Source: an optimization exercise on an open RTL-to-GDS flow (aim: small area, a short achievable clock period and few clock cycles per item). Production flows keep margins and buffers that such runs may drop. Only simulation tests tie the RTL to the original design; equivalence was not proved.

==> design/flow/design.v <==
package aes_enc_pkg;
   localparam int LOAD_FIRST  = 3;    
   localparam int ROUND_FIRST = 7;    
   localparam int ROUND_LAST  = 16;
   localparam int OUT_LAST    = 19;   
endpackage
module aes_sbox
(
   input  logic [7:0] i_byte,
   output logic [7:0] o_byte
);
   logic U0, U1, U2, U3, U4, U5, U6, U7;
   logic T1, T2, T3, T4, T5, T6, T7, T8, T9, T10, T11, T12, T13, T14, T15, T16, T17, T18, T19, T20, T21, T22, T23, T24, T25, T26, T27, M1, M2, M3, M4, M5, M6, M7, M8, M9, M10, M11, M12, M13, M14, M15, M16, M17, M18, M19, M20, M21, M22, M23, M24, M25, M26, M27, M28, M29, M30, M31, M32, M33, M34, M35, M36, M37, M38, M39, M40, M41, M42, M43, M44, M45, M46, M47, M48, M49, M50, M51, M52, M53, M54, M55, M56, M57, M58, M59, M60, M61, M62, M63, L0, L1, L2, L3, L4, L5, L6, L7, L8, L9, L10, L11, L12, L13, L14, L15, L16, L17, L18, L19, L20, L21, L22, L23, L24, L25, L26, L27, L28, L29, S0, S1, S2, S3, S4, S5, S6, S7;
   assign {U0, U1, U2, U3, U4, U5, U6, U7} = i_byte;
   assign T1 = U0 ^ U3;
   assign T2 = U0 ^ U5;
   assign T3 = U0 ^ U6;
   assign T4 = U3 ^ U5;
   assign T5 = U4 ^ U6;
   assign T6 = T1 ^ T5;
   assign T7 = U1 ^ U2;
   assign T8 = U7 ^ T6;
   assign T9 = U7 ^ T7;
   assign T10 = T6 ^ T7;
   assign T11 = U1 ^ U5;
   assign T12 = U2 ^ U5;
   assign T13 = T3 ^ T4;
   assign T14 = T6 ^ T11;
   assign T15 = T5 ^ T11;
   assign T16 = T5 ^ T12;
   assign T17 = T9 ^ T16;
   assign T18 = U3 ^ U7;
   assign T19 = T7 ^ T18;
   assign T20 = T1 ^ T19;
   assign T21 = U6 ^ U7;
   assign T22 = T7 ^ T21;
   assign T23 = T2 ^ T22;
   assign T24 = T2 ^ T10;
   assign T25 = T20 ^ T17;
   assign T26 = T3 ^ T16;
   assign T27 = T1 ^ T12;
   assign M1 = T13 & T6;
   assign M2 = T23 & T8;
   assign M3 = T14 ^ M1;
   assign M4 = T19 & U7;
   assign M5 = M4 ^ M1;
   assign M6 = T3 & T16;
   assign M7 = T22 & T9;
   assign M8 = T26 ^ M6;
   assign M9 = T20 & T17;
   assign M10 = M9 ^ M6;
   assign M11 = T1 & T15;
   assign M12 = T4 & T27;
   assign M13 = M12 ^ M11;
   assign M14 = T2 & T10;
   assign M15 = M14 ^ M11;
   assign M16 = M3 ^ M2;
   assign M17 = M5 ^ T24;
   assign M18 = M8 ^ M7;
   assign M19 = M10 ^ M15;
   assign M20 = M16 ^ M13;
   assign M21 = M17 ^ M15;
   assign M22 = M18 ^ M13;
   assign M23 = M19 ^ T25;
   assign M24 = M22 ^ M23;
   assign M25 = M22 & M20;
   assign M26 = M21 ^ M25;
   assign M27 = M20 ^ M21;
   assign M28 = M23 ^ M25;
   assign M29 = M28 & M27;
   assign M30 = M26 & M24;
   assign M31 = M20 & M23;
   assign M32 = M27 & M31;
   assign M33 = M27 ^ M25;
   assign M34 = M21 & M22;
   assign M35 = M24 & M34;
   assign M36 = M24 ^ M25;
   assign M37 = M21 ^ M29;
   assign M38 = M32 ^ M33;
   assign M39 = M23 ^ M30;
   assign M40 = M35 ^ M36;
   assign M41 = M38 ^ M40;
   assign M42 = M37 ^ M39;
   assign M43 = M37 ^ M38;
   assign M44 = M39 ^ M40;
   assign M45 = M42 ^ M41;
   assign M46 = M44 & T6;
   assign M47 = M40 & T8;
   assign M48 = M39 & U7;
   assign M49 = M43 & T16;
   assign M50 = M38 & T9;
   assign M51 = M37 & T17;
   assign M52 = M42 & T15;
   assign M53 = M45 & T27;
   assign M54 = M41 & T10;
   assign M55 = M44 & T13;
   assign M56 = M40 & T23;
   assign M57 = M39 & T19;
   assign M58 = M43 & T3;
   assign M59 = M38 & T22;
   assign M60 = M37 & T20;
   assign M61 = M42 & T1;
   assign M62 = M45 & T4;
   assign M63 = M41 & T2;
   assign L0 = M61 ^ M62;
   assign L1 = M50 ^ M56;
   assign L2 = M46 ^ M48;
   assign L3 = M47 ^ M55;
   assign L4 = M54 ^ M58;
   assign L5 = M49 ^ M61;
   assign L6 = M62 ^ L5;
   assign L7 = M46 ^ L3;
   assign L8 = M51 ^ M59;
   assign L9 = M52 ^ M53;
   assign L10 = M53 ^ L4;
   assign L11 = M60 ^ L2;
   assign L12 = M48 ^ M51;
   assign L13 = M50 ^ L0;
   assign L14 = M52 ^ M61;
   assign L15 = M55 ^ L1;
   assign L16 = M56 ^ L0;
   assign L17 = M57 ^ L1;
   assign L18 = M58 ^ L8;
   assign L19 = M63 ^ L4;
   assign L20 = L0 ^ L1;
   assign L21 = L1 ^ L7;
   assign L22 = L3 ^ L12;
   assign L23 = L18 ^ L2;
   assign L24 = L15 ^ L9;
   assign L25 = L6 ^ L10;
   assign L26 = L7 ^ L9;
   assign L27 = L8 ^ L10;
   assign L28 = L11 ^ L14;
   assign L29 = L11 ^ L17;
   assign S0 = L6 ^ L24;
   assign S1 = ~(L16 ^ L26);
   assign S2 = ~(L19 ^ L28);
   assign S3 = L6 ^ L21;
   assign S4 = L20 ^ L22;
   assign S5 = L25 ^ L29;
   assign S6 = ~(L13 ^ L27);
   assign S7 = ~(L6 ^ L23);
   assign o_byte = {S0, S1, S2, S3, S4, S5, S6, S7};
endmodule
import aes_enc_pkg::*;
module aes_word_enc_core
(
   input  logic         clk,
   input  logic         reset,
   input  logic         start,
   input  logic [127:0] key_in,
   input  logic [31:0]  data_in,
   output logic [31:0]  data_out,
   output logic         out_valid
);
   function automatic logic [7:0] xtime(input logic [7:0] b);
      xtime = {b[6:0], 1'b0} ^ (b[7] ? 8'h1b : 8'h00);
   endfunction
   logic [4:0]   r_cnt;      
   logic         r_ov;
   logic [127:0] r_st;
   logic [127:0] r_rk;
   logic         w_idle;
   logic         w_round;
   logic         w_last;
   logic [7:0]   w_rcon;
   logic [127:0] w_sb;       
   logic [127:0] w_sr;       
   logic [127:0] w_mc;       
   logic [31:0]  w_ksb;      
   logic [31:0]  w_k0, w_k1, w_k2, w_k3;
   logic [127:0] w_rk_nxt;
   assign w_idle  = (r_cnt == 5'd0);
   assign w_round = (r_cnt >= 5'(ROUND_FIRST)) && (r_cnt <= 5'(ROUND_LAST));
   assign w_last  = (r_cnt == 5'(ROUND_LAST));
   always_comb begin
      case (r_cnt)
         5'd7:    w_rcon = 8'h01;
         5'd8:    w_rcon = 8'h02;
         5'd9:    w_rcon = 8'h04;
         5'd10:   w_rcon = 8'h08;
         5'd11:   w_rcon = 8'h10;
         5'd12:   w_rcon = 8'h20;
         5'd13:   w_rcon = 8'h40;
         5'd14:   w_rcon = 8'h80;
         5'd15:   w_rcon = 8'h1b;
         5'd16:   w_rcon = 8'h36;
         default: w_rcon = 8'h00;
      endcase
   end
   for (genvar i = 0; i < 16; i++) begin : g_sbox
      aes_sbox u_sbox (
         .i_byte (r_st[8 * (15 - i) +: 8]),
         .o_byte (w_sb[8 * (15 - i) +: 8])
      );
   end
   for (genvar c = 0; c < 4; c++) begin : g_col
      for (genvar r = 0; r < 4; r++) begin : g_row
         assign w_sr[8 * (15 - (4 * c + r)) +: 8] = w_sb[8 * (15 - (4 * ((c + r) % 4) + r)) +: 8];
      end
      logic [7:0] a0, a1, a2, a3, t;
      assign {a0, a1, a2, a3} = w_sr[32 * (3 - c) +: 32];
      assign t = a0 ^ a1 ^ a2 ^ a3;
      assign w_mc[32 * (3 - c) +: 32] = {
         a0 ^ ({8{!w_last}} & (t ^ xtime(a0 ^ a1))),
         a1 ^ ({8{!w_last}} & (t ^ xtime(a1 ^ a2))),
         a2 ^ ({8{!w_last}} & (t ^ xtime(a2 ^ a3))),
         a3 ^ ({8{!w_last}} & (t ^ xtime(a3 ^ a0)))};
   end
   aes_sbox u_ksb0 (.i_byte (r_rk[23:16]), .o_byte (w_ksb[31:24]));
   aes_sbox u_ksb1 (.i_byte (r_rk[15:8]),  .o_byte (w_ksb[23:16]));
   aes_sbox u_ksb2 (.i_byte (r_rk[7:0]),   .o_byte (w_ksb[15:8]));
   aes_sbox u_ksb3 (.i_byte (r_rk[31:24]), .o_byte (w_ksb[7:0]));
   assign w_k0 = r_rk[127:96] ^ w_ksb ^ {w_rcon, 24'h000000};
   assign w_k1 = r_rk[95:64]  ^ w_k0;
   assign w_k2 = r_rk[63:32]  ^ w_k1;
   assign w_k3 = r_rk[31:0]   ^ w_k2;
   assign w_rk_nxt = {w_k0, w_k1, w_k2, w_k3};
   always_ff @(posedge clk) begin
      if (reset) begin
         r_cnt <= '0;
         r_ov  <= 1'b0;
      end else begin
         if (w_idle)                    r_cnt <= start ? 5'd1 : 5'd0;
         else if (r_cnt == 5'(OUT_LAST)) r_cnt <= 5'd0;
         else                           r_cnt <= r_cnt + 5'd1;
         r_ov <= (r_cnt >= 5'(ROUND_LAST)) && (r_cnt <= 5'(OUT_LAST));
      end
   end
   always_ff @(posedge clk) begin
      if (w_idle)       r_rk <= {key_in[63:0], key_in[127:64]};
      else if (w_round) r_rk <= w_rk_nxt;
      else              r_rk <= {r_rk[95:0], r_rk[127:96]};
      if (w_round) r_st <= w_mc ^ w_rk_nxt;
      else         r_st <= {r_st[95:0], data_in ^ r_rk[127:96]};
   end
   assign data_out  = r_st[127:96];
   assign out_valid = r_ov;
endmodule
module aes_blk_enc
(
   input  logic         clk,
   input  logic         reset,
   input  logic         start,
   input  logic [127:0] key_in,
   input  logic [31:0]  data_in,
   output logic [31:0]  data_out,
   output logic         out_valid
);
   aes_word_enc_core u_core (
      .clk       (clk),
      .reset     (reset),
      .start     (start),
      .key_in    (key_in),
      .data_in   (data_in),
      .data_out  (data_out),
      .out_valid (out_valid)
   );
endmodule
==> design/flow/run.sh <==
#!/bin/bash
# synth_recipe.tcl (not shown) runs the flow's synth.tcl, then flattens the netlist and writes it again
# the make line also repeats each setting of config.mk as NAME=value (left out here)
make -C /OpenROAD-flow-scripts/flow DESIGN_CONFIG=/design/flow/config.mk WORK_HOME=/design/flow/orfs CLKGATE_MAP_FILE= SYNTH_SCRIPT=/design/flow/synth_recipe.tcl finish
==> design/flow/config.mk <==
export PLATFORM = sky130hd
export DESIGN_NAME = aes_blk_enc
export DESIGN_NICKNAME = aes_blk_enc
export VERILOG_FILES = /design/flow/design.v
export SDC_FILE = /design/flow/constraint.sdc
export NUM_CORES = 4
export LEC_CHECK = 0
export CAP_MARGIN = 20
export CORE_MARGIN = 2
export CORE_UTILIZATION = 30
export SLEW_MARGIN = 20
==> design/flow/constraint.sdc <==
create_clock -name core_clock -period 25.0 [get_ports {clk}]
set_input_delay 5.0000 -clock core_clock [delete_from_list [all_inputs] [get_ports {clk}]]
set_output_delay 5.0000 -clock core_clock [all_outputs]
set_load 0.01 [all_outputs]
==> run summary, run 1 <==
* RePlAce Congestion at 1.00
* Die Wd at 435 um
* Post-Layout Cell Count at approximately 9,500
* IO Pins at just under 200
* Avg Cell Area, Syn at 7.82 um2
* Placement Cell Area at 59,600 um2
* Worst min-delay path category: reg -> reg
* Max cap viols at 0
* Yosys reg bits at about 260
* Layout cells sized above 1 at 0.0670
* Commonest cells post-synth: xnor2_1 (1,120), nand2_1 (625), nor2_1 (619), xor2_1 (578), a21oi_1 (486)
* Setup violations, final at 0
* ANT nets after route at 0
* Initial antenna violation count at 1
* Met2 WL at 98.7 mm
* Vias per std cell at 5.79
* Status: finished clean
* Largest net degree at the start of global routing at 158
* Post-layout util at 0.329
* CTS tree: built
* Synth async-reset ratio at 0
* Post-synthesis sequential area ratio at 0.0943
* Area contributors post-synth: xnor2_1 (18%), xnor3_1 (9.4%), dfxtp_1 (9.4%)
* Worst skew pair latency at 0.63 ns
* Yosys warning total at 1
* Tot GR Track Use at 0.229
* Clock-pin slew on the worst setup and hold paths at roughly 0.08 ns
* M1 wire length at between 90 and 100 mm
* Final Hold Viols at 0
* Placed cells at 9,428
* Initial Util at 0.301
* Worst EP arrival at 8.88 ns
* Vias in the first global route at about 51,000
* Setup TNS at 0 ns
* Top Metal Used: met5
* DIE AREA at 189,000 um2
* Post-Syn Area at 55,600 um2
* CTS H-Tree Depth at 2
* Row count at 158
* Ys flop type: dfxtp_1
* Slew HR at 0.181
* Wire per inst at 23.8 um
* Vias at 55,000
* RSZ-0062 raised after global routing: false
* Final WL at 226 mm
* Fmax at 0.119 GHz
* Most numerous cell in the Yosys netlist: xnor2_1
* Grt ovf at 0
* Crit path time final at 8.42 ns
* Input/output buffers at 195
* Post-CTS Setup Bufs at 0
* CP Launch Type: flip-flop
* Slew Limit Fails at 0
* Antenna cell count at 0
* First drt pass iteration count at 6
* CTS Buf Count at 38
* Post-route cell area at ~61,000 um2
* Cell taking the most area after synthesis: xnor2_1
* Max FO, Critical Path at 18
* Clk_skew at 0.0382 ns
* Post-Syn Nets at 7,321
* Critical path class: reg -> reg
* WP data required at approximately 25 ns
* Die height at 435 um
* Post-synth EDFFs at 0
* Met3 WL at 19.7 mm
* CTS Root Cell: clkbuf_16
* P&R area growth vs syn at 9.32%
* Synth Instances at 7,112
* Final hold slack at 0.477 ns
* Clk buf depth at 3
* Flop2flop setup slack at 16.58 ns
* Final #Nets at 7,197
* Iter 0 DRT Violations at just over 7,000
* DPL Wire Length at 177 mm
* Hold buffers post-CTS at 0
* Netlist cell types at roughly 120
* TritonCTS Sinks at between 200 and 300
* Final worst path period share at 0.337
* CTS resizes at 0
* DRC errors left at 0
* Core Box Area at 185,000 um2
* Post-synth top area share at 0.176
* First-pass GRT wire length at 333 mm
* Worst Max-Slew Pin Slew at 1.22 ns
* Crit. End Element: flip-flop
-- area by class of cell --
cell class	instances	area (um2)
clock buffer	49	1080
clock inverter	18	125
fill	19500	124000
tap	2480	3100
timing repair buffer	333	3000
inverter	89	334
sequential	262	5250
multi-input combinational	6264	47900
-- cells by family after synthesis --
| group | synth area share |
|---|---|
| AOI/OAI and AO/OA | 0.236 |
| adders and majority gates | 0.0132 |
| buffers and inverters | 0.0464 |
| xor gates and xnor gates | 0.423 |
| DFF | 0.0943 |
| and+or+nand+nor | 0.162 |
| muxes | 0.0244 |
-- placed cells by master, fill, tap and decap left out, drive strengths merged, types with 96 or more instances in the layout --
| cell | synthesis | layout |
|---|---|---|
| xnor2 | 1209 | 1209 |
| nor2 | 627 | 627 |
| nand2 | 626 | 626 |
| xor2 | 599 | 599 |
| o21ai | 498 | 498 |
| a21oi | 488 | 488 |
| dfxtp | 262 | 262 |
| xnor3 | 238 | 238 |
| clkdlybuf4s50 | 0 | 195 |
| nand3 | 168 | 168 |
| nor3 | 158 | 158 |
| buf | 255 | 138 |
| o22ai | 121 | 121 |
| mux2i | 109 | 109 |
| a31oi | 107 | 107 |
| a22oi | 96 | 96 |
-- registers in the layout, summed over array words and instances, names as in the netlist --
register / flops
u_core.r_rk: 128
u_core.r_ov: 1
u_core.r_st: 128
u_core.r_cnt: 5
-- metal layers --
| layer | global-route usage | vias up |
|---|---|---|
| met5 | 0 | - |
| met4 | 0.121 | 2 |
| met3 | 0.0364 | 512 |
| met2 | 0.358 | 2908 |
| met1 | 0.301 | 26500 |
| li1 | - | 25100 |
-- through the flow --
stage          setup WS [ns]
4_1_cts                16.75
3_3_place_gp           16.87
3_5_place_dp           16.81
5_1_grt                16.33
6_report               16.58
2_1_floorplan          19.11
-- final timing paths --
kind / from / end / cells past startpoint
max: u_core.r_st[119]$_DFF_P_ / u_core.r_st[28]$_DFF_P_ / 19
min: u_core.r_rk[75]$_DFF_P_ / u_core.r_rk[107]$_DFF_P_ / 2
max reg2reg: u_core.r_st[119]$_DFF_P_ / u_core.r_st[28]$_DFF_P_ / 19
min reg2reg: u_core.r_rk[75]$_DFF_P_ / u_core.r_rk[107]$_DFF_P_ / 2
-- worst max-delay path: stages, from the launching register on --
cell      delay [ns]
dfxtp_1         0.97
xor2_1          0.54
xnor2_1         0.24
xnor2_1         0.48
ha_1            0.34
or3_1           0.39
a211oi_1        0.38
o211ai_1        0.21
nand2_1         0.51
nand2_1         0.20
o32ai_1         0.26
a221oi_1        0.09
o21ai_0         0.54
xnor2_2         0.35
xnor2_2         0.75
xnor3_1         0.50
xor2_1          0.89
xnor2_1         0.28
xnor2_1         0.21
o21ai_1         0.07
Testbench counts, summed over its fixed seeds: cycles 19,200, blocks 960.
==> run 2: changes to the inputs <==
==> design/flow/flow/run.sh (new file) <==
#!/bin/bash
set -euo pipefail
HERE=$(pwd)
# Synthesis script: the standard flow's own, with yosys's abc pass pointed at our ABC script.
{
  echo "proc abc {args} {"
  echo "  set i [lsearch -exact \$args -script]"
  echo "  if {\$i >= 0} { set args [lreplace \$args [expr {\$i + 1}] [expr {\$i + 1}] $HERE/flow/abc.script] }"
  echo "  yosys abc {*}\$args"
  echo "}"
  cat synth_recipe.tcl
} > my_synth.tcl
sed "s#SYNTH_SCRIPT=[^ ]*synth_recipe.tcl#SYNTH_SCRIPT=$HERE/my_synth.tcl#" standard.sh > my_standard.sh
grep -q "SYNTH_SCRIPT=$HERE/my_synth.tcl" my_standard.sh
bash my_standard.sh finish > flow_make.log 2>&1
==> design/flow/flow/abc.script (new file) <==
strash
&get -n
&dch -f
&nf -R 1000
&put
buffer -c
topo
stime -c
upsize -c
dnsize -c
==> design/flow/standard.sh (new file) <==
#!/bin/bash
# synth_recipe.tcl (not shown) runs the flow's synth.tcl, then flattens the netlist and writes it again
# the make line also repeats each setting of config.mk as NAME=value (left out here)
make -C /OpenROAD-flow-scripts/flow DESIGN_CONFIG=/design/flow/config.mk WORK_HOME=/design/flow/orfs CLKGATE_MAP_FILE= SYNTH_SCRIPT=/design/flow/synth_recipe.tcl "${@:-finish}"
--- a/design/flow/config.mk
+++ b/design/flow/config.mk
@@ -5,6 +5,7 @@
 export SDC_FILE = /design/flow/constraint.sdc
 export NUM_CORES = 4
 export LEC_CHECK = 0
+export ABC_CLOCK_PERIOD_IN_PS = 6000
 export CAP_MARGIN = 20
 export CORE_MARGIN = 2
 export CORE_UTILIZATION = 30
removed: design/flow/run.sh
==> run summary, run 2 <==
* Slew HR at 0.122 (-0.0584)
* Area contributors post-synth: xnor2_1 (33%), xor2_1 (15%), dfxtp_1 (14%)
* TritonCTS Sinks at 262 (unchanged)
* First drt pass iteration count at 5 (-1)
* Post-CTS Setup Bufs at 0 (unchanged)
* CTS Root Cell: clkbuf_16
* DRC errors left at 0 (unchanged)
* RR Startpoint: u_core.r_st[7]$_DFF_P_
* Worst skew pair latency at 0.59 ns (-0.04 ns)
* Yosys reg bits at 262 (unchanged)
* Vias per std cell at 4.69 (-19%)
* Clock-pin slew on the worst setup and hold paths at 0.07 ns (about the same)
* CTS Buf Count at 34 (-11%)
* CTS tree: built
* Die Wd at 353 um (-19%)
* Final WL at 124 mm (-45%)
* Iter 0 DRT Violations at 2,407 (-66%)
* Layout cells sized above 1 at 0.0772 (+0.0102)
* Synth async-reset ratio at 0 (unchanged)
* Avg Cell Area, Syn at 7.99 um2 (+2.2%)
* Tot GR Track Use at 0.191 (-0.0376)
* Worst Hold End: u_core.r_st[123]$_DFF_P_
* Crit. End Element: flip-flop
* Flop2flop setup slack at 17.95 ns (+1.37 ns)
* Most frequent cells in the layout: xnor2_1 (1,387), xor2_1 (607), nor2_1 (485)
* Commonest cells post-synth: xnor2_1 (1,388), xor2_1 (607), nor2_1 (487), nand2_1 (483), a21oi_1 (297)
* Worst EP arrival at 7.44 ns (-1.44 ns)
* Max FO, Critical Path at 8 (-10)
* Netlist cell types at 65 (-47%)
* Vias in the first global route at 28,900 (-43%)
* Vias at 29,700 (-46%)
* Pre-CTS WS at 18.15 ns (+1.34 ns)
* ANT nets after route at 0 (unchanged)
* DPL Wire Length at 104 mm (-41%)
* Setup violations, final at 0 (unchanged)
* Worst R2R End: u_core.r_st[99]$_DFF_P_
* Hold Path Origin: u_core.r_st[91]$_DFF_P_
* Max cap viols at 0 (unchanged)
* WP data required at 25.39 ns (-0.07 ns)
* CTS H-Tree Depth at 2 (unchanged)
* Largest net degree at the start of global routing at 154 (-2.5%)
* Post-Syn Area at 36,500 um2 (-34%)
* Post-synthesis sequential area ratio at 0.144 (+0.0493)
* Ys flop type: dfxtp_1
* Crit path time final at 7.05 ns (-1.37 ns)
* Grt ovf at 0 (unchanged)
* Biggest regs: u_core.r_rk: 128 flops, u_core.r_st: 128 flops, u_core.r_cnt: 5 flops
* Commonest non-fill, non-tap cell in the layout: xnor2_1
* Antenna cell count at 0 (unchanged)
* Clk buf depth at 3 (unchanged)
* Hold Crit Depth at 2 (unchanged)
* Final Hold Viols at 0 (unchanged)
* Initial Util at 0.301 (+0.000368)
* Most numerous cell in the Yosys netlist: xnor2_1
* CTS resizes at 0 (unchanged)
* Layout fillers at 12,800 (-35%)
* Post-Syn Nets at 4,778 (-35%)
* Input/output buffers at 195 (unchanged)
* Hold buffers post-CTS at 0 (unchanged)
* IO Pins at 196 (unchanged)
* Slew Limit Fails at 0 (unchanged)
* Post-layout util at 0.342 (+0.0128)
* Final worst path period share at 0.282 (-0.0550)
* Post-synth EDFFs at 0 (unchanged)
* Worst Max-Slew Pin Slew at 1.31 ns (+0.0870 ns)
* Critical Path Source: u_core.r_st[7]$_DFF_P_
* Wire per inst at 19.5 um (-18%)
* Die height at 353 um (-19%)
* Post-synth top area share at 0.333 (+0.156)
* Clk_skew at 0.0348 ns (-0.00335 ns)
* Setup TNS at 0 ns (unchanged)
* DIE AREA at 125,000 um2 (-34%)
* Reg2Reg Depth at 23 (+4)
* P&R area growth vs syn at 13.5%
* CP Launch Type: flip-flop
* Status: finished clean
* First-pass GRT wire length at 182 mm (-45%)
* Row count at 128 (-19%)
* RSZ-0062 raised after global routing: false
* RePlAce Congestion at 0.968 (-3.5%)
* Initial antenna violation count at 2 (+1)
* Synth Instances at 4,569 (-36%)
* Worst min-delay path category: reg -> reg
* Yosys warning total at 1 (unchanged)
* Worst setup margin at 17.95 ns (+1.37 ns)
* Final #Nets at 4,900 (-32%)
* Cell taking the most area after synthesis: xnor2_1
* Critical path class: reg -> reg
* Core Box Area at 121,000 um2 (-34%)
* Fmax at 0.142 GHz (+20%)
-- run 2: how the worst max path moves through the flow --
stage,slack [ns],cells past startpoint,to
2_1_floorplan,19.43,2,u_core.r_cnt[3]$_SDFF_PP0_
3_3_place_gp,18.21,23,u_core.r_st[107]$_DFF_P_
3_5_place_dp,18.15,23,u_core.r_st[99]$_DFF_P_
4_1_cts,18.08,1,data_out[17]
5_1_grt,17.64,23,u_core.r_st[99]$_DFF_P_
6_report,17.95,23,u_core.r_st[99]$_DFF_P_
-- run 2: final cells by class --
cell class / instances / area (um2) / share of cell area
multi-input cells: 4087 / 30400 / 0.734
repair buffers: 244 / 2330 / 0.0563
clock buffers: 40 / 935 / 0.0226
clock inverters: 22 / 264 / 0.00637
flip-flops and latches: 262 / 5250 / 0.127
inverters: 62 / 233 / 0.00562
well taps: 1625 / 2030 / 0.0491
-- run 2: cells by family (layout without fill, tap and decap cells) --
kind of cell,after synthesis,count (layout),synth area share
buf+inv,220,368,0.0252
fa+ha+maj,46,46,0.0158
mux,9,9,0.00332
flops,262,262,0.144
simple gates,1138,1138,0.129
compound gates,693,693,0.102
xor+xnor,2201,2201,0.581
-- run 2: metal layers --
metal,part of all wire,wire [um],track usage
met1,0.45,55900,0.263
met5,0,0,0
met2,0.45,55500,0.309
met3,0.067,8320,0.0278
met4,0.031,3800,0.0560
-- run 2: worst max-delay path, cell delays in order, from the launching register on --
cell and delay [ns]:
dfxtp_1 0.50, xor2_2 0.31, xor2_2 0.34, xnor2_1 0.20
inv_1 0.07, ha_1 0.28, xor2_1 0.17, xnor2_1 0.15
xnor2_1 0.29, nor2_1 0.12, nor2_1 0.15, xor2_1 0.33
xnor2_1 0.25, xor2_1 0.23, nor2_1 0.09, xnor2_2 0.37
xor2_1 0.17, xnor2_1 1.05, xor2_1 0.27, xnor2_1 0.66
nor2_1 0.11, a211oi_1 0.44, xnor2_1 0.18, a21oi_1 0.12
-- run 2: metrics by stage --
| stage | cell area, um2 | instances | hold slack, ns |
|---|---|---|---|
| 6_report | 41400 | 6342 | 0.530 |
| 5_1_grt | 41400 | 6342 | 0.548 |
| 4_1_cts | 41400 | 6342 | 0.529 |
| 3_5_place_dp | 40200 | 6280 | 0.520 |
| 3_3_place_gp | 40200 | 6280 | 0.516 |
| 2_1_floorplan | 36500 | 4569 | 0.474 |
==> run 3: changes to the inputs <==
--- a/design/flow/design.v
+++ b/design/flow/design.v
@@ -166,7 +166,8 @@
    logic [7:0]   w_rcon;
    logic [127:0] w_sb;       
    logic [127:0] w_sr;       
-   logic [127:0] w_mc;       
+   logic [127:0] w_y;        
+   logic [127:0] w_rnd;      
    logic [31:0]  w_ksb;      
    logic [31:0]  w_k0, w_k1, w_k2, w_k3;
    logic [127:0] w_rk_nxt;
@@ -198,24 +199,25 @@
       for (genvar r = 0; r < 4; r++) begin : g_row
          assign w_sr[8 * (15 - (4 * c + r)) +: 8] = w_sb[8 * (15 - (4 * ((c + r) % 4) + r)) +: 8];
       end
-      logic [7:0] a0, a1, a2, a3, t;
+      logic [7:0] a0, a1, a2, a3, p01, p12, p23, p30, t;
       assign {a0, a1, a2, a3} = w_sr[32 * (3 - c) +: 32];
-      assign t = a0 ^ a1 ^ a2 ^ a3;
-      assign w_mc[32 * (3 - c) +: 32] = {
-         a0 ^ ({8{!w_last}} & (t ^ xtime(a0 ^ a1))),
-         a1 ^ ({8{!w_last}} & (t ^ xtime(a1 ^ a2))),
-         a2 ^ ({8{!w_last}} & (t ^ xtime(a2 ^ a3))),
-         a3 ^ ({8{!w_last}} & (t ^ xtime(a3 ^ a0)))};
+      assign p01 = a0 ^ a1;
+      assign p12 = a1 ^ a2;
+      assign p23 = a2 ^ a3;
+      assign p30 = a3 ^ a0;
+      assign t   = p01 ^ p23;
+      assign w_y[32 * (3 - c) +: 32] = {t ^ xtime(p01), t ^ xtime(p12), t ^ xtime(p23), t ^ xtime(p30)};
    end
    aes_sbox u_ksb0 (.i_byte (r_rk[23:16]), .o_byte (w_ksb[31:24]));
    aes_sbox u_ksb1 (.i_byte (r_rk[15:8]),  .o_byte (w_ksb[23:16]));
    aes_sbox u_ksb2 (.i_byte (r_rk[7:0]),   .o_byte (w_ksb[15:8]));
    aes_sbox u_ksb3 (.i_byte (r_rk[31:24]), .o_byte (w_ksb[7:0]));
-   assign w_k0 = r_rk[127:96] ^ w_ksb ^ {w_rcon, 24'h000000};
-   assign w_k1 = r_rk[95:64]  ^ w_k0;
-   assign w_k2 = r_rk[63:32]  ^ w_k1;
-   assign w_k3 = r_rk[31:0]   ^ w_k2;
+   assign w_k0 = r_rk[127:96] ^ {w_rcon, 24'h000000} ^ w_ksb;
+   assign w_k1 = r_rk[95:64] ^ w_k0;
+   assign w_k2 = (r_rk[95:64] ^ r_rk[63:32]) ^ w_k0;
+   assign w_k3 = (r_rk[63:32] ^ r_rk[31:0]) ^ w_k1;
    assign w_rk_nxt = {w_k0, w_k1, w_k2, w_k3};
+   assign w_rnd = (w_sr ^ w_rk_nxt) ^ ({128{!w_last}} & w_y);
    always_ff @(posedge clk) begin
       if (reset) begin
          r_cnt <= '0;
@@ -231,7 +233,7 @@
       if (w_idle)       r_rk <= {key_in[63:0], key_in[127:64]};
       else if (w_round) r_rk <= w_rk_nxt;
       else              r_rk <= {r_rk[95:0], r_rk[127:96]};
-      if (w_round) r_st <= w_mc ^ w_rk_nxt;
+      if (w_round) r_st <= w_rnd;
       else         r_st <= {r_st[95:0], data_in ^ r_rk[127:96]};
    end
    assign data_out  = r_st[127:96];
==> design/flow/flow/run.sh (replaced) <==
#!/bin/bash
set -euo pipefail
HERE=$(pwd)
{
  echo "proc abc {args} {"
  echo "  set i [lsearch -exact \$args -script]"
  echo "  if {\$i >= 0} { set args [lreplace \$args [expr {\$i + 1}] [expr {\$i + 1}] $HERE/flow/abc.script] }"
  echo "  yosys abc {*}\$args"
  echo "}"
  cat synth_recipe.tcl
} > my_synth.tcl
sed -e "s#SYNTH_SCRIPT=[^ ]*synth_recipe.tcl#SYNTH_SCRIPT=$HERE/my_synth.tcl#" standard.sh > my_standard.sh
grep -q "SYNTH_SCRIPT=$HERE/my_synth.tcl" my_standard.sh
source flow/extra.env
bash my_standard.sh finish > flow_make.log 2>&1
==> design/flow/flow/abc.script (replaced) <==
strash
&get -n
&dch -f
&nf -R 1000
&put
topo
stime -c
==> design/flow/flow/extra.env (new file) <==
export SETUP_SLACK_MARGIN=18.0
export BUFFER_PORTS_ARGS="-inputs -buffer_cell sky130_fd_sc_hd__buf_1"
export PRE_GLOBAL_PLACE_TCL="$HERE/flow/pre_gpl.tcl"
==> design/flow/flow/pre_gpl.tcl (new file) <==
# Output ports get a buf_2; the inputs then get a buf_1 from ORFS's own buffer_ports call.
buffer_ports -outputs -buffer_cell sky130_fd_sc_hd__buf_2
--- a/design/flow/config.mk
+++ b/design/flow/config.mk
@@ -8,5 +8,5 @@
 export ABC_CLOCK_PERIOD_IN_PS = 6000
 export CAP_MARGIN = 20
 export CORE_MARGIN = 2
-export CORE_UTILIZATION = 30
+export CORE_UTILIZATION = 55
 export SLEW_MARGIN = 20
==> run summary, run 3 <==
* Status: finished clean
* Iter 0 DRT Violations at 2,365 (-1.7%)
* Post-Syn Nets at 4,622 (-3.3%)
* Die height at 252 um (-28%)
* CTS Root Cell: clkbuf_16
* Most numerous cell in the Yosys netlist: xnor2_1
* ANT nets after route at 0 (unchanged)
* Hold buffers post-CTS at 0 (unchanged)
* Vias in the first global route at 28,300 (-2.1%)
* Post-synth top area share at 0.406 (+0.0736)
* DIE AREA at 63,700 um2 (-49%)
* Initial antenna violation count at 0 (-2)
* DPL Wire Length at 91.9 mm (-12%)
* Biggest regs: u_core.r_rk: 128 flops, u_core.r_st: 128 flops, u_core.r_cnt: 5 flops
* Max FO, Critical Path at 6 (-2)
* IO Pins at 196 (unchanged)
* DRC errors left at 0 (unchanged)
* Synth Instances at 4,413 (-3.4%)
* Worst min-delay path category: reg -> reg
* WP data required at 25.37 ns (-0.02 ns)
* Hold Path Origin: u_core.r_st[19]$_DFF_P_
* Clk buf depth at 3 (unchanged)
* Fmax at 0.150 GHz (+5.8%)
* Post-Syn Area at 33,900 um2 (-7.1%)
* CTS Buf Count at 34 (unchanged)
* Final WL at 113 mm (-8.9%)
* Worst EP arrival at 7.03 ns (-0.41 ns)
* Post-synthesis sequential area ratio at 0.155 (+0.0109)
* Core Box Area at 61,400 um2 (-49%)
* Yosys warning total at 1 (unchanged)
* Final hold slack at 0.530 ns (+0.000207 ns)
* RePlAce Congestion at 1.01 (+3.8%)
* Ys flop type: dfxtp_1
* Setup TNS at 0 ns (unchanged)
* Worst setup margin at 18.34 ns (+0.389 ns)
* Input/output buffers at 195 (unchanged)
* Final worst path period share at 0.266 (-0.0156)
* Post-synth EDFFs at 0 (unchanged)
* Vias per std cell at 5.35 (+14%)
* First drt pass iteration count at 6 (+1)
* Slew Limit Fails at 0 (unchanged)
* CP Launch Type: flip-flop
* Antenna cell count at 0 (unchanged)
* Vias at 29,300 (-1.5%)
* Tot GR Track Use at 0.345 (+0.153)
* Area contributors post-synth: xnor2_1 (41%), xor2_1 (18%), dfxtp_1 (15%)
* Clock-pin slew on the worst setup and hold paths at 0.06 ns (about the same)
* Final #Nets at 4,874 (-0.53%)
* Layout cells sized above 1 at 0.0595 (-0.0177)
* Row count at 91 (-29%)
* Yosys reg bits at 262 (unchanged)
* P&R area growth vs syn at 13.3%
* Commonest non-fill, non-tap cell in the layout: xnor2_1
* Critical path class: reg -> reg
* Commonest cells post-synth: xnor2_1 (1,575), xor2_1 (707), nor2_1 (568), nand2_1 (481), o21ai_0 (307)
* Slew HR at 0.224 (+0.101)
* Synth async-reset ratio at 0 (unchanged)
* Setup violations, final at 0 (unchanged)
* RSZ-0062 raised after global routing: false
* Grt ovf at 0 (unchanged)
* Crit. End Element: flip-flop
* Max cap viols at 0 (unchanged)
* Worst Max-Slew Pin Slew at 1.16 ns (-0.151 ns)
* CTS H-Tree Depth at 2 (unchanged)
* Worst skew pair latency at 0.56 ns (-0.03 ns)
* Most frequent cells in the layout: xnor2_1 (1,465), xor2_1 (662), nor2_1 (565)
* Largest net degree at the start of global routing at 194 (+26%)
* First-pass GRT wire length at 167 mm (-8.2%)
* Crit path time final at 6.66 ns (-0.389 ns)
* Final Hold Viols at 0 (unchanged)
* Pre-CTS WS at 17.56 ns (-0.585 ns)
* CTS tree: built
* Initial Util at 0.553 (+0.252)
* TritonCTS Sinks at 262 (unchanged)
* Wire per inst at 20.6 um (+5.5%)
* Avg Cell Area, Syn at 7.69 um2 (-3.8%)
* Clk_skew at 0.0194 ns (-0.0154 ns)
* Cell taking the most area after synthesis: xnor2_1
* Critical Path Source: u_core.r_st[127]$_DFF_P_
* Die Wd at 252 um (-28%)
* Netlist cell types at 38 (-42%)
* RR Startpoint: u_core.r_st[127]$_DFF_P_
[run 3: cell count changes in the layout (fill, tap and decap cells not counted), moves of 18 or more]
cell             change
clkdlybuf4s50_1    -195
buf_1              +162
a21oi_1            -118
nor2_1              +80
xnor2_1             +78
clkinv_1            +64
inv_1               -59
xor2_1              +55
o21ai_1             -42
o21ai_0             +35
and2_1              -24
xnor2_4             -23
nor2b_1             +21
xnor2_2             -18
[run 3: critical path, stage by stage (launching register included)]
cell and delay, ns:
dfxtp_1 0.57, xor2_1 0.49, xnor2_2 0.25, xor2_1 0.28, ha_1 0.21, xor2_1 0.34, xnor2_1 0.28, clkinv_1 0.19
o21a_1 0.22, o21ai_0 0.37, o22a_1 0.24, nand2_1 0.10, xnor2_1 0.30, xor2_1 0.34, xor2_1 0.13, xnor2_1 0.61
xnor2_1 0.27, xor2_2 0.39, nor2_1 0.12, a211oi_2 0.43, xnor2_1 0.21, a21oi_1 0.12
[run 3: cells by family (layout without fill, tap and decap cells)]
logic type | count (synthesis) | after routing | share of synthesized area
buf+inv | 64 | 340 | 0.00708
flops | 262 | 262 | 0.155
fa+ha+maj | 46 | 46 | 0.0170
compound gates | 570 | 570 | 0.0905
mux | 4 | 4 | 0.00122
xor+xnor | 2282 | 2282 | 0.589
simple gates | 1185 | 1185 | 0.141
[run 3: metal layers]
layer | wire, um | up-vias | track usage
met5 | 0 | - | 0
met2 | 50500 | 940 | 0.551
li1 | - | 14500 | -
met4 | 4950 | 0 | 0.141
met1 | 49300 | 13700 | 0.460
met3 | 7920 | 204 | 0.0563
[run 3: final timing paths]
path | slack, ns | depth (start not counted) | end
hold reg to reg | 0.53 | 2 | u_core.r_st[51]$_DFF_P_
setup / recovery | 18.34 | 21 | u_core.r_st[102]$_DFF_P_
setup reg to reg | 18.34 | 21 | u_core.r_st[102]$_DFF_P_
hold / removal | 0.53 | 2 | u_core.r_st[51]$_DFF_P_
[run 3: repair_timing]
item / in CTS / in global routing
setup endpoints to repair: 37 / 130
pin swaps: 0 / 3
gates resized for setup: 19 / 151
setup buffers: 0 / 5
[run 3: metrics by stage]
step / area (um2) / instances / util
after global routing: 38500 / 5479 / 0.627
after detailed placement: 36000 / 5414 / 0.586
final: 38500 / 5479 / 0.627
after CTS: 37300 / 5474 / 0.608
after global placement: 36000 / 5414 / 0.586
after floorplan: 33900 / 4413 / -
[run 3: layout make-up]
cell class	count	area [um2]
inverters	64	240
clock inverters	14	213
well taps	790	988
repair buffers	216	1030
clock buffers	46	977
flip-flops and latches	262	5250
fillers	5727	22900
multi-input cells	4087	29800
Testbench counts of run 3, summed over its fixed seeds: cycles 19,200, blocks 960.
==> run 4: changes to the inputs <==
==> design/flow/flow/extra.env (replaced) <==
export SETUP_SLACK_MARGIN=18.0
export BUFFER_PORTS_ARGS="-buffer_cell sky130_fd_sc_hd__buf_2"
--- a/design/flow/config.mk
+++ b/design/flow/config.mk
@@ -8,5 +8,7 @@
 export ABC_CLOCK_PERIOD_IN_PS = 6000
 export CAP_MARGIN = 20
 export CORE_MARGIN = 2
-export CORE_UTILIZATION = 55
+export CORE_UTILIZATION = 45
+export CTS_CLUSTER_DIAMETER = 100
+export CTS_CLUSTER_SIZE = 15
 export SLEW_MARGIN = 20
removed: design/flow/flow/pre_gpl.tcl
==> run summary, run 4 <==
* Critical path cell sequence: xor2_1 -> xnor2_1 -> xor2_1 -> ha_1 -> xor2_1 -> xnor2_1 -> xnor2_1 -> xnor2_1 -> a21oi_1 -> xor2_1 -> xor2_1 -> nor2b_1 -> xnor2_2 -> xnor2_1 -> xnor2_1 -> xnor2_2 -> xnor2_1 -> nor2_1 -> a211oi_1 -> xnor2_1 -> a21oi_1
* Crit path time final at 6.69 ns (+0.0347 ns)
* Grt ovf at 0 (unchanged)
* Worst Setup EP: u_core.r_st[81]$_DFF_P_
* Avg Cell Area, Syn at 7.69 um2 (unchanged)
* Final Hold Viols at 0 (unchanged)
* First drt pass iteration count at 6 (unchanged)
* TritonCTS Sinks at 262 (unchanged)
* Reg2Reg Depth at 21 (unchanged)
* Status: finished clean
* Ys flop type: dfxtp_1
* Worst EP arrival at 7.09 ns (+0.06 ns)
* CTS H-Tree Depth at 1 (-1)
* Post-synth top area share at 0.406 (unchanged)
* DRC errors left at 0 (unchanged)
* CTS Buf Count at 23 (-32%)
* Final #Nets at 4,894 (+0.41%)
* Commonest non-fill, non-tap cell in the layout: xnor2_1
* Fmax at 0.149 GHz (-0.52%)
* Setup violations, final at 0 (unchanged)
* Clk buf depth at 3 (unchanged)
* Post-synth EDFFs at 0 (unchanged)
* Final WL at 112 mm (-0.22%)
* Netlist cell types at 38 (unchanged)
* First-pass GRT wire length at 169 mm (+0.79%)
* Critical path class: reg -> reg
* Area contributors post-synth: xnor2_1 (41%), xor2_1 (18%), dfxtp_1 (15%)
* Layout cells sized above 1 at 0.0905 (+0.0310)
* Tot GR Track Use at 0.280 (-0.0653)
* Clock-pin slew on the worst setup and hold paths at 0.07 ns (about the same)
* Die height at 279 um (+10%)
* Vias at 29,400 (+0.37%)
* Vias in the first global route at 28,400 (+0.41%)
* Vias per std cell at 5.19 (-2.9%)
* Post-Syn Nets at 4,622 (unchanged)
* CP Launch Type: flip-flop
* Most numerous cell in the Yosys netlist: xnor2_1
* Final worst path period share at 0.268 (+0.00139)
* WP data required at 25.40 ns (+0.03 ns)
* Wire per inst at 19.8 um (-3.5%)
* CTS tree: built
* Pre-CTS WS at 17.65 ns (+0.0864 ns)
* Die Wd at 279 um (+10%)
* Max FO, Critical Path at 6 (unchanged)
* Worst R2R End: u_core.r_st[81]$_DFF_P_
* RSZ-0062 raised after global routing: true
* Cell taking the most area after synthesis: xnor2_1
* Iter 0 DRT Violations at 2,402 (+1.6%)
* RePlAce Congestion at 0.976 (-2.9%)
* Seq. cell area at 5250 um2 (unchanged)
* Hold buffers post-CTS at 0 (unchanged)
* Core Box Area at 74,600 um2 (+22%)
* Input/output buffers at 195 (unchanged)
* Post-Syn Area at 33,900 um2 (unchanged)
* RR Startpoint: u_core.r_st[49]$_DFF_P_
* Initial antenna violation count at 1 (+1)
* Clk_skew at 0.0430 ns (+0.0236 ns)
* Worst Max-Slew Pin Slew at 1.07 ns (-0.0888 ns)
* Max cap viols at 0 (unchanged)
* Multi-input logic area at 29,600 um2 (-0.51%)
* Synth async-reset ratio at 0 (unchanged)
* Initial Util at 0.455 (-0.0979)
* Synth Instances at 4,413 (unchanged)
* CTS Root Cell: clkbuf_16
* Worst min-delay path category: reg -> reg
* Setup TNS at 0 ns (unchanged)
* Most frequent cells in the layout: xnor2_1 (1,478), xor2_1 (667), nor2_1 (567)
* Flop2flop setup slack at 18.31 ns (-0.03 ns)
* Post-synthesis sequential area ratio at 0.155 (unchanged)
* Row count at 100 (+9.9%)
* Commonest cells post-synth: xnor2_1 (1,575), xor2_1 (707), nor2_1 (568), nand2_1 (481), o21ai_0 (307)
* ANT nets after route at 0 (unchanged)
* IO Pins at 196 (unchanged)
* Critical Path Source: u_core.r_st[49]$_DFF_P_
* P&R area growth vs syn at 13.1%
* DIE AREA at 77,600 um2 (+22%)
* Crit. End Element: flip-flop
* DPL Wire Length at 91.7 mm (-0.19%)
* Worst skew pair latency at 0.59 ns (+0.03 ns)
* Worst setup margin at 18.31 ns (-0.0347 ns)
* Worst path max stage delay at 0.66 ns (+0.05 ns)
* CP dominant cell by count: xnor2_1
* Layout fillers at 7,406 (+29%)
* CP max-delay cell: xnor2_1
* Biggest regs: u_core.r_rk: 128 flops, u_core.r_st: 128 flops, u_core.r_cnt: 5 flops
* Yosys warning total at 1 (unchanged)
* Slew Limit Fails at 0 (unchanged)
* Slew HR at 0.283 (+0.0596)
* Largest net degree at the start of global routing at 196 (+1.0%)
* Yosys reg bits at 262 (unchanged)
## run 4: layer usage
layer  track usage  part of all wire
met1         0.386              0.45
met2         0.463              0.46
met3        0.0245             0.061
met4        0.0822             0.031
met5             0                 0
## run 4: stage by stage
step | std cells | hold slack, ns | util | cell area [um2]
after floorplan | 4413 | 0.444 | - | 33900
after global placement | 5627 | 0.522 | 0.490 | 36600
after detailed placement | 5627 | 0.522 | 0.490 | 36600
after CTS | 5661 | 0.532 | 0.501 | 37400
after global routing | 5663 | 0.556 | 0.515 | 38400
final | 5664 | 0.532 | 0.515 | 38400
## run 4: worst min path at each step
stage	endpoint	cells after the start	slack, ns	from
3_3_place_gp	u_core.r_st[35]$_DFF_P_	2	0.52	u_core.r_st[3]$_DFF_P_
3_5_place_dp	u_core.r_st[35]$_DFF_P_	2	0.52	u_core.r_st[3]$_DFF_P_
6_report	u_core.r_st[115]$_DFF_P_	2	0.53	u_core.r_st[83]$_DFF_P_
4_1_cts	u_core.r_st[35]$_DFF_P_	2	0.53	u_core.r_st[3]$_DFF_P_
5_1_grt	u_core.r_st[35]$_DFF_P_	2	0.56	u_core.r_st[3]$_DFF_P_
2_1_floorplan	u_core.r_st[51]$_DFF_P_	2	0.44	u_core.r_st[19]$_DFF_P_
## run 4: timing repair
item                                    4_1_cts  5_1_grt
gates cloned                                  0        0
pin swaps                                     0        1
endpoints found under the setup margin       24      123
setup buffers                                 0        2
resized for setup                            16      134
## run 4: logic make-up (layout without fill, tap and decap cells)
group / after synthesis / in the layout / share of synthesized area
buf+inv: 64 / 345 / 0.00708
xor+xnor: 2282 / 2282 / 0.589
compound gates: 570 / 570 / 0.0905
fa+ha+maj: 46 / 46 / 0.0170
flops: 262 / 262 / 0.155
mux: 4 / 4 / 0.00122
other cells: 0 / 1 / 0
simple gates: 1185 / 1185 / 0.141
## run 4: worst max-delay path, delay by kind of cell, from the launching register on
kind,cells,cell delay [ns]
and+or+nand+nor,2,0.16
adders and majority gates,1,0.28
AOI/OAI and AO/OA,3,1.11
DFF,1,0.52
xor gates and xnor gates,15,4.45
## run 4: area by class of cell
cell class,instances,share of cell area
flip-flops and latches,262,0.137
inverters,64,0.00626
clock inverters,6,0.00199
repair buffers,247,0.0359
diodes,1,0.0000652
multi-input cells,4087,0.772
clock buffers,28,0.0157
well taps,969,0.0316
==> run 5: changes to the inputs <==
==> design/flow/flow/extra.env (replaced) <==
export SETUP_SLACK_MARGIN=18.2
export BUFFER_PORTS_ARGS="-buffer_cell sky130_fd_sc_hd__buf_2"
--- a/design/flow/config.mk
+++ b/design/flow/config.mk
@@ -9,6 +9,7 @@
 export CAP_MARGIN = 20
 export CORE_MARGIN = 2
 export CORE_UTILIZATION = 45
-export CTS_CLUSTER_DIAMETER = 100
-export CTS_CLUSTER_SIZE = 15
+export CTS_BUF_LIST = sky130_fd_sc_hd__clkbuf_8
+export CTS_CLUSTER_DIAMETER = 80
+export CTS_CLUSTER_SIZE = 12
 export SLEW_MARGIN = 20
==> run summary, run 5 <==
* Worst skew pair latency at 0.71 ns (+0.12 ns)
* Biggest regs: u_core.r_rk: 128 flops, u_core.r_st: 128 flops, u_core.r_cnt: 5 flops
* Post-Syn Area at 33,900 um2 (unchanged)
* Avg Cell Area, Syn at 7.69 um2 (unchanged)
* Worst EP arrival at 1.52 ns (-5.57 ns)
* CP max-delay cell: dfxtp_1
* Vias per std cell at 5.17 (-0.37%)
* Clk buf depth at 3 (unchanged)
* WP data required at 20.00 ns (-5.40 ns)
* Post-layout util at 0.521 (+0.00612)
* Levels on crit path at 1 (-95%)
* P&R area growth vs syn at 14.4%
* Clk_skew at 0.0387 ns (-0.00431 ns)
* Max FO, Critical Path at 5 (-1)
* Synth async-reset ratio at 0 (unchanged)
* Yosys warning total at 1 (unchanged)
* RSZ-0062 raised after global routing: true
* Reg2Reg Depth at 22 (+4.8%)
* Worst R2R End: u_core.r_st[55]$_DFF_P_
* Post-synthesis sequential area ratio at 0.155 (unchanged)
* Netlist cell types at 38 (unchanged)
* Most numerous cell in the Yosys netlist: xnor2_1
* Largest net degree at the start of global routing at 196 (unchanged)
* WP buf/inv at 1 (+1)
* Initial Util at 0.455 (unchanged)
* Setup violations, final at 0 (unchanged)
* CTS Root Cell: clkbuf_8
* DIE AREA at 77,600 um2 (unchanged)
* DPL Wire Length at 91.7 mm (unchanged)
* CTS Buf Count at 31 (+35%)
* Critical Path Source: u_core.r_st[103]$_DFF_P_
* Post-synth EDFFs at 0 (unchanged)
* RePlAce Congestion at 0.976 (unchanged)
* Post-route cell area at 38,800 um2 (+1.2%)
* Die Wd at 279 um (unchanged)
* Yosys reg bits at 262 (unchanged)
* Initial antenna violation count at 1 (unchanged)
* Flop2flop setup slack at 18.54 ns (+0.23 ns)
* Grt ovf at 0 (unchanged)
* Placement Cell Area at 36,600 um2 (unchanged)
* Vias in the first global route at 28,500 (+0.48%)
* First-pass GRT wire length at 169 mm (+0.23%)
* Final hold slack at 0.529 ns (-0.00308 ns)
* CP top delay family: flip-flops
* Pre-CTS WS at 17.65 ns (unchanged)
* CP Launch Type: flip-flop
* Wire per inst at 19.8 um (-0.13%)
* Antenna cell count at 0 (-1)
* Slew HR at 0.325 (+0.0422)
* Critical path cell sequence: buf_2
* Worst min-delay path category: reg -> reg
* TritonCTS Sinks at 262 (unchanged)
* Worst path max stage delay at 0.60 ns (-0.06 ns)
* Hold buffers post-CTS at 0 (unchanged)
* Critical path class: reg -> out
* Worst setup margin at 18.48 ns (+0.174 ns)
* Post-Syn Nets at 4,622 (unchanged)
* Synth Instances at 4,413 (unchanged)
* Final WL at 113 mm (+0.17%)
* Vias at 29,400 (-0.075%)
* ANT nets after route at 0 (unchanged)
* CTS H-Tree Depth at 1 (unchanged)
* Max cap viols at 0 (unchanged)
* Commonest non-fill, non-tap cell in the layout: xnor2_1
* Most frequent cells in the layout: xnor2_1 (1,436), xor2_1 (649), nor2_1 (567)
* Crit. End Element: output pin
* CTS tree: built
* Crit path time final at 6.52 ns (-0.174 ns)
* Input/output buffers at 195 (unchanged)
* Setup TNS at 0 ns (unchanged)
* Slew Limit Fails at 0 (unchanged)
* Post-synth top area share at 0.406 (unchanged)
* Commonest cells post-synth: xnor2_1 (1,575), xor2_1 (707), nor2_1 (568), nand2_1 (481), o21ai_0 (307)
* Area contributors post-synth: xnor2_1 (41%), xor2_1 (18%), dfxtp_1 (15%)
* Iter 0 DRT Violations at 2,328 (-3.1%)
* Final worst path period share at 0.261 (-0.00694)
* Fmax at 0.153 GHz (+2.7%)
* Status: finished clean
* Worst Setup EP: data_out[7]
* DRC errors left at 0 (unchanged)
* Tot GR Track Use at 0.280 (+0.000886)
* Final Hold Viols at 0 (unchanged)
* Die height at 279 um (unchanged)
* Core Box Area at 74,600 um2 (unchanged)
* Ys flop type: dfxtp_1
* RR Startpoint: u_core.r_st[57]$_DFF_P_
* First drt pass iteration count at 5 (-1)
* IO Pins at 196 (unchanged)
* Worst Max-Slew Pin Slew at 1.01 ns (-0.0556 ns)
* Final #Nets at 4,909 (+0.31%)
* Layout cells sized above 1 at 0.109 (+0.0181)
* Row count at 100 (unchanged)
* Cell taking the most area after synthesis: xnor2_1
* Clock-pin slew on the worst setup and hold paths at 0.10 ns (+0.03 ns)
[run 5: how the worst min path moves through the flow]
stage                                  startpoint                      end  slack, ns  cells after the start
after floorplan           u_core.r_st[19]$_DFF_P_  u_core.r_st[51]$_DFF_P_       0.44                      2
after global placement     u_core.r_st[3]$_DFF_P_  u_core.r_st[35]$_DFF_P_       0.52                      2
after detailed placement   u_core.r_st[3]$_DFF_P_  u_core.r_st[35]$_DFF_P_       0.52                      2
after CTS                 u_core.r_st[30]$_DFF_P_  u_core.r_st[62]$_DFF_P_       0.52                      2
after global routing      u_core.r_st[30]$_DFF_P_  u_core.r_st[62]$_DFF_P_       0.55                      2
final                     u_core.r_st[30]$_DFF_P_  u_core.r_st[62]$_DFF_P_       0.53                      2
[run 5: what timing repair did]
action,in CTS,in global routing
resized for setup,47,173
endpoints found under the setup margin,54,144
buffers inserted,0,9
pin swaps,0,10
[run 5: logic make-up after synthesis]
logic type      after synthesis  share of synthesized area
compound gates              570                     0.0905
fa+ha+maj                    46                     0.0170
flops                       262                      0.155
mux                           4                    0.00122
buf+inv                      64                    0.00708
xor+xnor                   2282                      0.589
simple gates               1185                      0.141
[run 5: cell type report]
class | instances | area [um2]
multi-input cells | 4087 | 30100
clock buffers | 31 | 427
inverters | 64 | 240
repair buffers | 254 | 1430
flip-flops and latches | 262 | 5250
well taps | 969 | 1210
clock inverters | 14 | 154
fillers | 7326 | 35700
[run 5: metrics by stage]
step,instances
2_1_floorplan,4413
3_3_place_gp,5627
3_5_place_dp,5627
4_1_cts,5672
5_1_grt,5681
6_report,5681
[run 5: worst register-to-register path: stages, from the launching register on]
cell and delay [ns]:
dfxtp_1 0.50, xor2_2 0.30, xor2_2 0.34, xor2_1 0.27, clkinv_1 0.12, ha_1 0.30, xor2_1 0.18, xnor2_1 0.26
xnor2_2 0.21, xnor2_1 0.18, mux2i_1 0.43, xor2_1 0.33, xnor2_1 0.19, nand2_1 0.16, xnor2_4 0.32, xor2_4 0.19
xnor2_2 0.40, xor2_2 0.42, xnor2_2 0.23, nor2_1 0.10, a211oi_1 0.59, xnor2_1 0.19, a21oi_1 0.09
[run 5: per-layer routing]
| layer | track usage | share of wire |
|---|---|---|
| met5 | 0 | 0 |
| met4 | 0.0891 | 0.037 |
| met3 | 0.0248 | 0.060 |
| met2 | 0.462 | 0.45 |
| met1 | 0.386 | 0.45 |

-- port drivers added, routing unchanged --
How much do the figures lean on ideal ports? The routed layouts below were timed once more, with nothing changed but the port constraints. Step 1, drivers: a clkbuf_16 drives clk and a buf_2 each remaining input, both assumed. Step 2 also shifts input and output timing later by t, the mid clock arrival at the registers, as if the neighbouring blocks saw the same clock. Slacks: ideal ports / drivers / drivers and shift; pairs: ideal ports / drivers.
run	t, ns	slack for setup (ns)	worst data-port slew with drivers (ns)
run 1	0.684	16.579 / 16.579 / 16.579	0.07
run 2	0.635	17.954 / 17.954 / 17.954	0.06
run 3	0.617	18.343 / 18.343 / 18.343	0.06
run 4	0.629	18.308 / 18.308 / 18.308	0.05
run 5	0.753	18.482 / 18.423 / 18.538	0.05
After both steps every run listed still meets setup and hold.
